Context: an optimization exercise on an open-source flow, tuned for small area, a short achievable clock period and few clock cycles per item. The choices shown serve that exercise and are no tape-out recipe. Only simulation tests tie the RTL to the original design; equivalence was not proved. No activity file was given, so power comes from the tool's default toggle rates.

## flow/design.v (module list and top-level ports; edited modules follow where they fit)
// module fc_accum: 918 lines
// module fc_fa: 7 lines
// module fc_ha: 7 lines
module fc_accum #(
  parameter int DATAW = 20,
  parameter int ADDRW = 12,
  parameter int FRAC  = 16,
  parameter int NUM   = 2048,
  parameter int RELU  = 1
) (
  input  logic             i_clk,
  input  logic             i_reset,
  input  logic             i_start,
  input  logic [DATAW-1:0] i_bias,
  output logic             o_busy,
  output logic             o_done,
  output logic             o_crd,
  output logic [ADDRW-1:0] o_caddr_rd,
  input  logic [DATAW-1:0] i_cdata_rd,
  output logic [ADDRW-1:0] o_waddr,
  input  logic [DATAW-1:0] i_wdata,
  output logic             o_cwr,
  output logic [2:0]       o_csel,
  output logic [ADDRW-1:0] o_caddr_wr,
  output logic [DATAW-1:0] o_cdata_wr
);
  // ...
==> flow/flow/run.sh <==
#!/bin/bash
# The standard layout, with two changes:
#  - the port buffers are sky130_fd_sc_hd__buf_1 instead of the buffer that
#    buffer_ports picks by default (a delay cell, clkdlybuf4s50_1); the
#    resizer may upsize them as usual;
#  - repair_timing aims for 9 ns of setup slack.
# The clock period, the constraints and every other step are the standard ones.
set -euo pipefail
bash standard.sh "BUFFER_PORTS_ARGS=-buffer_cell sky130_fd_sc_hd__buf_1" SETUP_SLACK_MARGIN=9 finish > standard.log 2>&1
==> flow/standard.sh <==
#!/bin/bash
# synth_recipe.tcl (not shown) runs the flow's synth.tcl, then flattens the netlist and writes it again
# the make line also repeats each setting of config.mk as NAME=value (left out here)
make -C /OpenROAD-flow-scripts/flow DESIGN_CONFIG=/design/flow/config.mk WORK_HOME=/design/flow/orfs CLKGATE_MAP_FILE= SYNTH_SCRIPT=/design/flow/synth_recipe.tcl "${@:-finish}"
==> flow/config.mk <==
export PLATFORM = sky130hd
export DESIGN_NAME = fc_accum
export DESIGN_NICKNAME = fc_accum
export VERILOG_FILES = /design/flow/design.v
export SDC_FILE = /design/flow/constraint.sdc
export NUM_CORES = 4
export LEC_CHECK = 0
export CAP_MARGIN = 60
export CORE_MARGIN = 2
export CORE_UTILIZATION = 70
export CTS_CLUSTER_DIAMETER = 80
export CTS_CLUSTER_SIZE = 30
export PLACE_DENSITY = 0.85
export SLEW_MARGIN = 60
export SYNTH_HIERARCHICAL = 1
export SYNTH_MINIMUM_KEEP_SIZE = 0
==> flow/constraint.sdc <==
create_clock -name core_clock -period 12.5 [get_ports {i_clk}]
set_input_delay 2.5000 -clock core_clock [delete_from_list [all_inputs] [get_ports {i_clk}]]
set_output_delay 2.5000 -clock core_clock [all_outputs]
set_load 0.01 [all_outputs]
==> notes.md, run 1 <==
- Cells on Worst Hold Path: 2
- Synth Area in XOR/XNOR: 0.124
- Clock buffers: 15
- Worst hold path type: flop to flop
- CTS sink cnt: 217
- Syn Area/Cell: 10.4 µm²
- Synth top area share: 0.265
- GRT met3 Usage: 0.0672
- Worst EP required: 10.00 ns
- Commonest non-fill, non-tap cell in the layout: xnor2_1
- Switch Pwr: 1.00 mW
- Routed length per placed instance: 22.1 µm
- Ant diodes: 1
- Post-Synth Adder-Cell Area: 0.326
- Worst Path Buf+Inv: 1
- Multi-Input Combinational: 1192
- Largest fanout on the critical path: 5
- Clock tree buffer depth: 3
- Post-synth top cells: 217 x dfxtp_1, 208 x xnor2_1, 201 x fa_1
- ClkCell Share: 0.0229
- Cell breakdown of the critical path: buf_2
- Hold_sp: acc_q[33]
- Seq cells post-synth: 217
- Worst r2r path cells: 8
- Most frequent cells in the layout: 206 x xnor2_1, 194 x fa_1, 179 x a22oi_1
- Worst reg2reg endpoint: s1_q[35]
- Flop-to-flop setup slack: 8.99 ns
- Slew margin rel.: 0.656
- # nets final: 1995
- Critical path data arrival time: 1.01 ns
- WHS: 0.532 ns
- Final Critical Period: 3.51 ns
- Sequential share of cell area: 0.248
- Largest family of logic cells by synthesized area: adder cells
- Clk power: 466 µW
- P_comb: 1.13 mW
- DRT Wirelength: 43100 µm
- Setup violators final: 0
- Pre-CTS WS: 8.05 ns
- Status: no timing/DRC/antenna violations
- VDD IR max: 112 µV
- First-pass GRT wire length: 65100 µm
- Sequential cell area: 4520 µm²
Testbench counts, summed over its fixed seeds: cycles 263,062, items 128.
==> run 2, diff against run 1 <==
--- a/flow/design.v
+++ b/flow/design.v
@@ -836,18 +836,19 @@
   logic [8:0] blk4;
   assign blk4 = {1'b0, s_row[39:32]} + {1'b0, t_row[39:32]} + 9'(cy_q[4]);
   assign acc_d[39:32] = blk4[7:0];
   assign cy_d[5] = blk4[8];
   logic [11:0] blk5;
   assign blk5 = {1'b0, s_row[50:40]} + {1'b0, t_row[50:40]} + 12'(cy_q[5]);
   assign acc_d[50:40] = blk5[10:0];
   assign cy_d[0] = 1'b0;
+  logic r_idle;    
   always_ff @(posedge i_clk) begin
-    if (w_start & ~i_reset) begin
+    if (r_idle) begin
       acc_q <= {{(AW-36){i_bias[19]}}, i_bias, 1'b1, 15'd0};
       cy_q  <= '0;
     end else begin
       acc_q <= acc_d;
       cy_q  <= cy_d;
     end
   end
   logic n_busy, n_done, n_crd, n_drain;
@@ -879,29 +880,31 @@
   logic r_csel2;    
   always_ff @(posedge i_clk) begin
     if (i_reset) begin
       r_busy  <= 1'b0;
       r_done  <= 1'b0;
       r_crd   <= 1'b0;
       r_drain <= 1'b0;
       r_csel2 <= 1'b0;
+      r_idle  <= 1'b1;
       r_v1    <= 1'b0;
       v_q     <= 1'b0;
       v2_q    <= 1'b0;
       r_cnt   <= '0;
     end else begin
       r_v1    <= r_crd;
       v_q     <= r_v1;
       v2_q    <= v_q;
       r_busy  <= n_busy;
       r_done  <= n_done;
       r_crd   <= n_crd;
       r_drain <= n_drain;
       r_csel2 <= n_crd | n_done;
+      r_idle  <= ~n_busy;
       r_cnt   <= n_cnt;
     end
   end
   logic [19:0] r_res;
   always_ff @(posedge i_clk) begin
     if (acc_q[AW-1])              r_res <= '0;
     else if (|acc_q[AW-2:35])     r_res <= 20'h7FFFF;
     else                          r_res <= {1'b0, acc_q[34:16]};
==> run 2 against run 1 <==
Still clean on timing, DRC and antenna. Core utilization hardly changed. Wire length is 3.8% lower. Sequential cell count is 1 higher. Clock-buffer cell count is 1 higher. Area after synthesis is 0.42% lower. Global-route usage is 0.18 points lower. Register-to-register slack worse by 0.03 ns. Critical endpoint is now s1_q[39]. Largest power group is now registers.
==> notes.md, run 2 <==
- Status: no timing/DRC/antenna violations (unchanged)
- Routability Congestion: 0.889 (was 0.936)
- Multiplexer share of the synthesized area: 0.00544 (was 0.00252)
- Clock tree buffer depth: 3 (unchanged)
- Seq cells post-synth: 218 (was 217)
- Sequential fraction of the synthesis area: 0.267 (was 0.265)
- Ant diodes: 0 (was 1)
- Multi-input logic area: 11300 µm² (was 11400 µm²)
- HPWL after DPL: 27000 µm (was 26700 µm)
- Fmax: 283 MHz (was 285 MHz)
- All-Layer GR Usage: 0.334 (was 0.336)
- Synth top area share: 0.267 (was 0.265)
- Die W: 157 µm (about the same)
- Final cell count without fillers: 1908 (was 1951)
- Crit share post-route: 0.283 (was 0.281)
- Hold_sp: acc_q[20] (was acc_q[33])
- Row count: 55 (was 56)
- RSZ-0062 raised after global routing: true (unchanged)
- Max-Cap Viols: 0 (unchanged)
- Hold_buf cts: 0 (unchanged)
- Post-synth ARST share: 0 (unchanged)
- Top post-synthesis cells by area: dfxtp_1 27%, fa_1 25%, xnor2_1 11% (was dfxtp_1 26%, fa_1 25%, xnor2_1 11%)
- WL met3: 4830 µm (was 4770 µm)
- Detail-routed via count per cell: 6.51 (was 6.44)
- PnR worst setup slack: 8.96 ns (was 8.99 ns)
- Synth Area in XOR/XNOR: 0.127 (was 0.124)
- CP Capture Type: flop (was output port)
- Initial Util: 0.717 (was 0.705)
- Worst-path clk slew: 0.10 ns (was 0.11 ns)
- Met1 Wirelength: 15300 µm (was 16600 µm)
- Synth unique cells: 53 (was 51)
- Critical path data arrival time: 3.92 ns (was 1.01 ns)
- Number of remaining DRC errors: 0 (unchanged)
- Final hold viol count: 0 (unchanged)
- Yosys warns: 7 (unchanged)
- CTS tree: yes (unchanged)
- Ratio of cells with drive above 1 in the final layout: 0.132 (was 0.134)
- VDD IR max: 146 µV (was 112 µV)
- Mapped Cells: 1549 (was 1571)
- Clock latency on the worst-skew pair: 0.50 ns (about the same)
- Worst EP required: 12.88 ns (was 10.00 ns)
- Die area: 24600 µm² (was 24700 µm²)
- Initial DRT Pass Iterations: 9 (was 6)
- Synth Area in Compound Gates: 0.147 (was 0.148)
- Max reg flops: 73 (unchanged)
- R2r startpoint: one_q[2] (was one_q[7])
- Setup violators final: 0 (unchanged)
- Top-count cell post-synth: dfxtp_1 (unchanged)
- DRT Wirelength: 41400 µm (was 43100 µm)
- Post-synth EDFFs: 0 (unchanged)
- Detail Route Antenna Nets: 0 (unchanged)
- Post-Synth Adder-Cell Area: 0.327 (was 0.326)
- Fin area: 17800 µm² (was 18200 µm²)
- Post-placement cell count: 1851 (was 1876)
- Syn Area/Cell: 10.5 µm² (was 10.4 µm²)
- Crit start category: flop (unchanged)
- Global route total overflow: 0 (unchanged)
- # IOs: 126 (unchanged)
- Largest family of logic cells by synthesized area: adder cells (unchanged)
- Pre-CTS WS: 8.33 ns (was 8.05 ns)
- Initial antenna violation count: 1 (was 0)
- Slew @ Worst Pin: 0.512 ns (was 0.503 ns)
- Fillcell total: 1384 (was 1481)
- P&R area growth vs syn: 9.19% (was 11.1%)
- First-pass GRT wire length: 64600 µm (was 65100 µm)
- # nets final: 1958 (was 1995)
- Routed length per placed instance: 21.7 µm (was 22.1 µm)
- Commonest non-fill, non-tap cell in the layout: xnor2_1 (unchanged)
- Worst hold path type: flop to flop (unchanged)
- Post-Synth Simple-Gate Area: 0.0769 (was 0.0847)
- Routed wl met2: 19100 µm (was 19900 µm)
- IO Port Bufs: 110 (unchanged)
- Biggest register: s1_q (unchanged)
- Most frequent cells in the layout: 211 x xnor2_1, 195 x fa_1, 183 x a22oi_1 (was 206 x xnor2_1, 194 x fa_1, 179 x a22oi_1)
- Core ar.: 22800 µm² (was 23300 µm²)
- Setup tns final: 0 ns (unchanged)
- Vias: 12400 (was 12600)
- Worst setup startpoint: one_q[2] (was r_done)
- Inserted Clock Buffers: 12 (was 13)
- Leading area contributor after synthesis: dfxtp_1 (unchanged)
- DIE HEIGHT: 157 µm (about the same)
- Pleak: 7.53 nW (was 7.69 nW)
- Flop-to-flop setup slack: 8.96 ns (was 8.99 ns)
- Largest net degree at the start of global routing: 69 (was 31)
- Largest fanout on the critical path: 21 (was 5)
- Synthesized cell area: 16300 µm² (was 16400 µm²)
- Ys flop type: dfxtp_1 (unchanged)
- Final slew viol count: 0 (unchanged)
- Fin util: 0.783 (about the same)
- Top routing layer used: met4 (unchanged)
- Post-synth top cells: 218 x dfxtp_1, 212 x xnor2_1, 201 x fa_1 (was 217 x dfxtp_1, 208 x xnor2_1, 201 x fa_1)
- Vias in the first global route: 12500 (was 12300)
- Critical path class: flop to flop (was flop to output port)
- Clock skew: 0.0200 ns (was 0.0225 ns)
- PwrDens: 122 nW/µm² (was 142 nW/µm²)
- Largest regs: s1_q: 73 flops, acc_q: 51 flops, d_q: 20 flops (unchanged)
- Sequential cell area: 4530 µm² (was 4520 µm²)
- Final Critical Period: 3.54 ns (was 3.51 ns)
- Initial DRC count: 1485 (was 1527)
- CTS sink cnt: 218 (was 217)
- H-tree Lvls: 1 (unchanged)
- Slew margin rel.: 0.659 (was 0.656)
- Clock Tree Root: clkbuf_16 (unchanged)
- Placed Area: 16700 µm² (about the same)
[run 2: metal layers]
layer	vias to the layer above	track usage
met2	913	0.547
li1	5357	-
met5	-	0
met4	0	0.121
met1	5899	0.442
met3	246	0.0684
[run 2: per-stage QoR]
step           hold WS, ns  power, mW
3_5_place_dp         0.493       1.70
3_3_place_gp         0.484       1.65
4_1_cts              0.522       2.16
5_1_grt              0.556       2.32
2_1_floorplan        0.453       1.49
6_report             0.529       2.17
[run 2: cells by family after synthesis]
logic type,Yosys count
AND/OR/NAND/NOR,260
multiplexers,8
AO/OA/AOI/OAI,341
other,1
flip-flops,218
XOR/XNOR,236
buffers and inverters,179
adder cells (fa/ha/maj),306
[run 2: per-module statistics from Yosys, one instance, submodules excluded]
module / copies in the design / flip-flops and latches / area, µm²
fc_fa: 190 / 0 / 20.0
fc_accum: 1 / 218 / 11900
fc_ha: 50 / 0 / 12.5
[run 2: worst max-delay path, cell delays in order, from the launching register on]
cell	delay, ns
dfxtp_4	0.54
a22oi_1	0.14
xnor2_1	0.17
fa_1	0.49
fa_1	0.43
fa_2	0.39
fa_1	0.41
fa_2	0.39
fa_1	0.46
[run 2: worst paths after layout]
kind,to,cells past startpoint
min,r_res[4],2
max,s1_q[39],8
max reg2reg,s1_q[39],8
min reg2reg,r_res[4],2
[run 2: layout make-up]
type                    count  area share
clock buffers              16      0.0200
clock inverters             4     0.00309
inverters                  21     0.00442
multi-input cells        1166       0.632
flip-flops and latches    218       0.254
well taps                 313      0.0220
repair buffers            170      0.0642
[run 2: where the power goes]
part	internal, mW	switching [mW]	leakage (nW)
combinational	0.383	0.444	5.50
sequential	0.790	0.0953	1.83
clock	0.213	0.247	0.202
total	1.39	0.786	7.53
[run 2: timing repair]
item                       in CTS  in global routing
setup buffers                  24                 13
resized for setup             111                 57
pin swaps                       0                  2
setup endpoints to repair      51                 49
Testbench counts of run 2, summed over its fixed seeds: cycles 263,062, items 128.

==> port drivers added, routing unchanged <==
The flow's constraints put no driver on any port. The routed layouts listed below were extracted and timed again, unchanged, in two steps. Step 1: set_driving_cell puts a clkbuf_16 on i_clk and a buf_2 on each other input, an assumption about the parent block. Step 2 adds t to the input delays and takes it off the output delays; t is the mean of the earliest and latest rising clock arrival at the registers after step 1. Input paths then give back, and output paths get back, about the clock's delay inside the block. a / b / c = no drivers / after step 1 / after step 2; a / b = the first two.
| run | shift t [ns] | setup WS [ns] | worst hold slack (ns) | slew at the worst register clock pin (ns) | worst data-port slew with drivers (ns) |
|---|---|---|---|---|---|
| run 1 | 0.532 | 8.986 / 8.937 / 8.546 | 0.532 / 0.532 / 0.532 | 0.11 / 0.11 | 0.04 |
| run 2 | 0.536 | 8.960 / 8.954 / 8.720 | 0.529 / 0.529 / 0.529 | 0.12 / 0.12 | 0.04 |
After both steps setup and hold are still met in every run listed. For run 1, which loses most, drivers alone change the setup slack by -0.049 ns; drivers and shift together by -0.440 ns.
